What follows belongs to an exercise in optimizing a design on an open flow for small area, a short achievable clock period and few clock cycles per item; a production flow would make more cautious choices. Only simulation tests tie the RTL to the original design; equivalence was not proved. No driver is modelled on the clock port, so clock power and skew are understated where the tree is cut down; a real chip needs a root buffer or a tree. No activity file was given, so power comes from the tool's default toggle rates.

==> flow/design.v (excerpt) <==
module top_payload_generator (
    input  logic                          clk,
    input  logic                          resetn,
    input  logic [15:0]                   session_id_i,
    input  logic [31:0]                   msg_seq_num_i,
    input  logic [4-1:0]            pe_valid_i,
    input  logic [4*(32 + 32 + 16 + 64)-1:0]   pe_order_i,
    output logic [4-1:0]            pe_ready_o,
    input  logic                          tready_i,
    output logic                          tvalid_o,
    output logic                          tlast_o,
    output logic [64-1:0]            tdata_o
);
    logic                 tvalid_q;
    logic                 tlast_q;
    logic [3:0]           bsel_q;
    logic [2:0][4-1:0] esel_q;
    stream_pkg::pe_idx_t  cur_q;       
    stream_pkg::pe_idx_t  nxt_q;       
    logic                 have_q;
    logic [4-1:0]   rdy_q;
    logic [4-1:0]   acc_q;       
    logic [4-1:0]   valid_q;     
    logic                 adv_q;       
    stream_pkg::beat_t    tdata_q, tdata_d;
    order_pkg::order_no_t order_no;
    logic                 ld;
    logic                 start;
    logic                 next0;       
    logic [4-1:0]   busy;
    logic [4-1:0]   cand;
    stream_pkg::pe_idx_t  pick;
    logic                 found;
    assign ld    = !tvalid_q || tready_i;
    assign start = ld && bsel_q[0] && (|esel_q[0]);
    assign next0 = ld ? (bsel_q[3] || (bsel_q[0] && !(|esel_q[0]))) : bsel_q[0];
    assign busy = esel_q[1] | esel_q[2] | rdy_q | acc_q;
  ...
Size: roughly 740 cells after synthesis, roughly 130 flip-flops, roughly 700 I/O pins, about 7200 sq um of cells after synthesis.
Settings: LEC_CHECK=0, CAP_MARGIN=20, CORE_AREA=2.5 2.5 182.5 182.5, DIE_AREA=0 0 185 185, SETUP_SLACK_MARGIN=3.0, SLEW_MARGIN=20; clock period 5.0 ns.
standard.sh (not shown) runs the stock make flow with config.mk's settings and CLKGATE_MAP_FILE= SYNTH_SCRIPT=/design/flow/synth_recipe.tcl, a recipe that flattens the netlist after the stock synthesis.
==> flow/flow/run.sh <==
#!/bin/bash
# The standard flow, with four changes: the port buffers are the smallest
# buffer cell, the pins may sit on every routing track, they are placed in
# regions (flow/io.tcl, made by gen/io_gen.py) that keep each tdata_o bit next
# to the input bits feeding it, and the clock tree is two levels of buffers
# built by flow/cts_hand.tcl in place of clock tree synthesis.
export BUFFER_PORTS_ARGS="-buffer_cell sky130_fd_sc_hd__buf_1"
export PLACE_PINS_ARGS="-min_distance 1 -min_distance_in_tracks"
export IO_CONSTRAINTS="$PWD/flow/io.tcl"
export PRE_CTS_TCL="$PWD/flow/cts_hand.tcl"
bash standard.sh > standard.log 2>&1
Other scripts of this flow, unchanged in this note and not shown: flow/flow/cts_hand.tcl, flow/flow/io.tcl
Testbench counts at the start, summed over its fixed seeds: cycles 38,432, items 9,600.
Then changed:
- ABC_CLOCK_PERIOD_IN_PS: unset -> 2000
- The changed run completed without violations
- final cell count stays the same
- sequential share of layout area is unchanged
- utilization does not change
- routed wire length stays the same
- fmax is unchanged
No run of this note takes its clock network from TritonCTS; it comes from the design's own scripts or RTL.

---

The RTL this note starts from:
==> flow/design.v <==
`timescale 1ns/1ns
package order_pkg;
    typedef enum logic [7:0] {
        NEW     = 8'h30,
        CANCEL  = 8'h34,
        REPLACE = 8'h35
    } exec_type_e;
    typedef enum logic [7:0] {
        BUY  = 8'h31,
        SELL = 8'h32
    } side_e;
    typedef enum logic [7:0] {
        MARKET = 8'h31,
        LIMIT  = 8'h32
    } ord_type_e;
    typedef enum logic [7:0] {
        DAY = 8'h30,
        IOC = 8'h33,
        FOK = 8'h34
    } tif_e;
    typedef logic [31:0]       price_t;
    typedef logic [15:0]       qty_t;
    typedef logic [64-1:0] symbol_t;
    typedef struct packed {
        exec_type_e exec_type;
        side_e      side;
        ord_type_e  ord_type;
        tif_e       tif;
        price_t     price;
        qty_t       qty;
        symbol_t    symbol;
    } order_t;
    typedef logic [5-1:0][7:0] order_no_t;
endpackage
`timescale 1ns/1ns
package stream_pkg;
    typedef logic [64-1:0] beat_t;
    typedef logic [$clog2(4)-1:0] pe_idx_t;
    typedef enum logic [2:0] {
        IDLE,
        HDR,
        BODY,
        SYM,
        TAIL
    } builder_state_e;
    typedef logic [15:0] session_id_t;
    typedef logic [31:0] seq_num_t;
endpackage
`timescale 1ns/1ns
module order_no_counter (
    input  logic                 clk,
    input  logic                 resetn,
    input  logic                 advance_i,
    output order_pkg::order_no_t order_no_o
);
    logic [4*5-1:0] bcd_q;
    logic [5-1:0]   nine_q;     
    logic [5-1:0]   step_q;     
    logic [5-1:0]   nine;
    logic [5-1:0]   step;
    always_comb begin
        logic c;
        c = 1'b1;
        for (int d = 0; d < 5; d++) begin
            nine[d] = bcd_q[4*d +: 4] == 4'd9;
            step[d] = c;
            c = c && nine[d];
        end
    end
    always_ff @(posedge clk) begin
        if (!resetn) begin
            bcd_q  <= '0;
            nine_q <= '0;
            step_q <= 'b1;
        end else begin
            nine_q <= nine;
            step_q <= step;
            for (int d = 0; d < 5; d++) begin
                if (advance_i && step_q[d]) begin
                    bcd_q[4*d +: 4] <= nine_q[d] ? 4'd0 : bcd_q[4*d +: 4] + 4'd1;
                end
            end
        end
    end
    logic [8*5-1:0] ascii;
    always_comb begin
        for (int d = 0; d < 5; d++) begin
            ascii[8*d +: 8] = {4'h3, bcd_q[4*d +: 4]};
        end
    end
    assign order_no_o = ascii;
endmodule
`timescale 1ns/1ns
module top_payload_generator (
    input  logic                          clk,
    input  logic                          resetn,
    input  logic [15:0]                   session_id_i,
    input  logic [31:0]                   msg_seq_num_i,
    input  logic [4-1:0]            pe_valid_i,
    input  logic [4*(32 + 32 + 16 + 64)-1:0]   pe_order_i,
    output logic [4-1:0]            pe_ready_o,
    input  logic                          tready_i,
    output logic                          tvalid_o,
    output logic                          tlast_o,
    output logic [64-1:0]            tdata_o
);
    logic                 tvalid_q;
    logic                 tlast_q;
    logic [3:0]           bsel_q;
    logic [2:0][4-1:0] esel_q;
    stream_pkg::pe_idx_t  cur_q;       
    stream_pkg::pe_idx_t  nxt_q;       
    logic                 have_q;
    logic [4-1:0]   rdy_q;
    stream_pkg::beat_t    tdata_q, tdata_d;
    order_pkg::order_no_t order_no;
    logic                 ld;
    logic                 start;
    logic                 next0;       
    logic [4-1:0]   busy;
    logic [4-1:0]   cand;
    stream_pkg::pe_idx_t  pick;
    logic                 found;
    assign ld    = !tvalid_q || tready_i;
    assign start = ld && bsel_q[0] && (|esel_q[0]);
    assign next0 = ld ? (bsel_q[3] || (bsel_q[0] && !(|esel_q[0]))) : bsel_q[0];
    assign busy = esel_q[1] | esel_q[2] | rdy_q;
    assign cand = pe_valid_i & ~busy;
    always_comb begin
        found = 1'b0;
        pick  = cur_q;
        for (int k = 1; k <= 4; k++) begin
            if (!found && cand[stream_pkg::pe_idx_t'(cur_q + k)]) begin
                found = 1'b1;
                pick  = stream_pkg::pe_idx_t'(cur_q + k);
            end
        end
    end
    always_ff @(posedge clk) begin
        if (!resetn) begin
            tvalid_q <= 1'b0;
            tlast_q  <= 1'b0;
            bsel_q   <= 4'b0001;
            esel_q   <= '0;
            cur_q    <= '0;
            nxt_q    <= '0;
            have_q   <= 1'b0;
            rdy_q    <= '0;
        end else begin
            if (ld) begin
                tvalid_q  <= !bsel_q[0] || (|esel_q[0]);
                tlast_q   <= bsel_q[3];
                bsel_q[1] <= start;
                bsel_q[2] <= bsel_q[1];
                bsel_q[3] <= bsel_q[2];
                bsel_q[0] <= next0;
                esel_q[1] <= start ? esel_q[0] : '0;
                esel_q[2] <= esel_q[1];
                rdy_q     <= esel_q[2];
            end else begin
                rdy_q     <= '0;
            end
            for (int e = 0; e < 4; e++) begin
                esel_q[0][e] <= next0 && have_q && !start && nxt_q == stream_pkg::pe_idx_t'(e);
            end
            if (start) begin
                cur_q  <= nxt_q;
                have_q <= 1'b0;
            end else if (!have_q) begin
                have_q <= found;
                nxt_q  <= pick;
            end
        end
    end
    logic [4-1:0][64-1:0] eterm;
    for (genvar e = 0; e < 4; e++) begin : g_eng
        logic [(32 + 32 + 16 + 64)-1:0] o;
        assign o = pe_order_i[e*(32 + 32 + 16 + 64) +: (32 + 32 + 16 + 64)];
        assign eterm[e] = ({64{esel_q[0][e]}} & {16'h0,
                                                 5'b0, o[138], 1'b0, o[136],
                                                 6'b0, ~o[128], o[128],
                                                 32'h0})
                        | ({64{esel_q[1][e]}} & {o[111:80], o[79:64],
                                                 6'b0, ~o[120], o[120],
                                                 5'b0, o[114], o[112], o[112]})
                        | ({64{esel_q[2][e]}} & o[63:0]);
    end
    assign tdata_d = ({64{bsel_q[0]}} & {session_id_i, 8'h30, 8'h30, msg_seq_num_i})
                   | ({64{bsel_q[1]}} & {32'h0, 16'h0, 8'h30, 8'h30})
                   | ({64{bsel_q[3]}} & {order_no, 24'd0})
                   | eterm[0] | eterm[1] | eterm[2] | eterm[3];
    always_ff @(posedge clk) begin
        if (ld) tdata_q <= tdata_d;
    end
    order_no_counter u_order_no (
        .clk        (clk),
        .resetn     (resetn),
        .advance_i  (ld && bsel_q[3]),
        .order_no_o (order_no)
    );
    assign tvalid_o   = tvalid_q;
    assign tlast_o    = tlast_q;
    assign tdata_o    = tdata_q;
    assign pe_ready_o = rdy_q;
endmodule
==> flow/config.mk <==
export PLATFORM = sky130hd
export DESIGN_NAME = top_payload_generator
export DESIGN_NICKNAME = top_payload_generator
export VERILOG_FILES = /design/flow/design.v
export SDC_FILE = /design/flow/constraint.sdc
export NUM_CORES = 4
export LEC_CHECK = 0
export CAP_MARGIN = 20
export CORE_AREA = 2.5 2.5 197.5 197.5
export DIE_AREA = 0 0 200 200
export SETUP_SLACK_MARGIN = 3.05
export SLEW_MARGIN = 20
==> flow/constraint.sdc <==
create_clock -name core_clock -period 5.0 [get_ports {clk}]
set_input_delay 1.0000 -clock core_clock [delete_from_list [all_inputs] [get_ports {clk}]]
set_output_delay 1.0000 -clock core_clock [all_outputs]
set_load 0.01 [all_outputs]
==> flow/flow/run.sh <==
#!/bin/bash
# The standard flow, with three changes: the port buffers are the smallest
# buffer cell, the pins may sit on every routing track, and they are placed in
# regions (flow/io.tcl, made by gen/io_gen.py) that keep each tdata_o bit next
# to the input bits feeding it.
export BUFFER_PORTS_ARGS="-buffer_cell sky130_fd_sc_hd__buf_1"
export PLACE_PINS_ARGS="-min_distance 1 -min_distance_in_tracks"
export IO_CONSTRAINTS="$PWD/flow/io.tcl"
bash standard.sh > standard.log 2>&1
Other scripts of this flow, unchanged in this note and not shown: flow/flow/io.tcl
Testbench counts at the start, summed over its fixed seeds: cycles 38,424, items 9,600.
==> next run, changes <==
--- a/flow/config.mk
+++ b/flow/config.mk
@@ -9,4 +9,6 @@
 export CORE_AREA = 2.5 2.5 197.5 197.5
+export CTS_CLUSTER_DIAMETER = 50
+export CTS_CLUSTER_SIZE = 30
 export DIE_AREA = 0 0 200 200
-export SETUP_SLACK_MARGIN = 3.05
+export SETUP_SLACK_MARGIN = 3.2
 export SLEW_MARGIN = 20
What happened:
- sequential share of layout area is lower by 0.82 points
- routed wire length is higher by 4.5%
- design area is higher by about 3%
- final cell count is higher by about 0.66%
- clock-buffer cell count stays the same
- power is higher by about 3.2%
- global-route usage is higher by 0.19 points
==> next run, changes <==
--- a/flow/flow/run.sh
+++ b/flow/flow/run.sh
@@ -7,2 +7,3 @@
 export PLACE_PINS_ARGS="-min_distance 1 -min_distance_in_tracks"
+export CTS_ARGS="-sink_clustering_enable -repair_clock_nets -dont_use_dummy_load"
 export IO_CONSTRAINTS="$PWD/flow/io.tcl"
--- a/flow/config.mk
+++ b/flow/config.mk
@@ -9,4 +9,2 @@
 export CORE_AREA = 2.5 2.5 197.5 197.5
-export CTS_CLUSTER_DIAMETER = 50
-export CTS_CLUSTER_SIZE = 30
 export DIE_AREA = 0 0 200 200
Outcome: Global-route usage is about the same; clock power drops by 24%; design area decreases by 1.0%; first-iteration DRC count went down by 8.3%; total power fell by 7.6%; cell count is lower by 0.60%; combinational power is about the same; critical path depth is unchanged; die area is unchanged; core utilization decreases by 0.30 points; worst hold slack barely changes.
==> next run, changes <==
--- a/flow/flow/run.sh
+++ b/flow/flow/run.sh
@@ -7,3 +7,3 @@
 export PLACE_PINS_ARGS="-min_distance 1 -min_distance_in_tracks"
-export CTS_ARGS="-sink_clustering_enable -repair_clock_nets -dont_use_dummy_load"
+export CTS_ARGS="-repair_clock_nets -buf_list sky130_fd_sc_hd__clkbuf_16 -root_buf sky130_fd_sc_hd__clkbuf_16"
 export IO_CONSTRAINTS="$PWD/flow/io.tcl"
What happened: The new run finished clean; worst hold slack barely changes; non-clock buffer count came out lower by 3; clock-buffer cell count is unchanged; flip-flop and latch count is unchanged.

## port drivers added, routing unchanged
No port has a modelled driver above. Below, the same layouts with a new extraction and two added sets of constraints. Step 1: set_driving_cell puts a clkbuf_16 on clk and a buf_2 on each other input, an assumption about the parent block. Step 2, shift: input delay + t, output delay - t, t = (earliest + latest rising clock arrival at the registers) / 2. This alone moves slack from input paths to output paths. Slacks: ideal ports / drivers / drivers and shift; pairs: ideal ports / drivers.
| run | t (ns) | setup WS [ns] | worst setup path at the end |
|---|---|---|---|
| the first run of note 1 | 0.388 | 3.060 / 2.983 / 2.857 | input to register |
| the second run of note 1 | 0.388 | 3.060 / 2.983 / 2.857 | input to register |
| the first run of note 2 | 0.467 | 3.046 / 2.998 / 2.584 | input to register |
| the second run of note 2 | 0.472 | 3.054 / 3.003 / 2.681 | input to register |
| the third run of note 2 | 0.461 | 3.058 / 3.007 / 2.647 | input to register |
| the fourth run of note 2 | 0.472 | 3.054 / 3.003 / 2.681 | input to register |
After both steps every run listed still meets setup and hold. The setup slack of the first run of note 2, which loses most, moves by -0.048 ns with the drivers and by -0.462 ns with both steps.
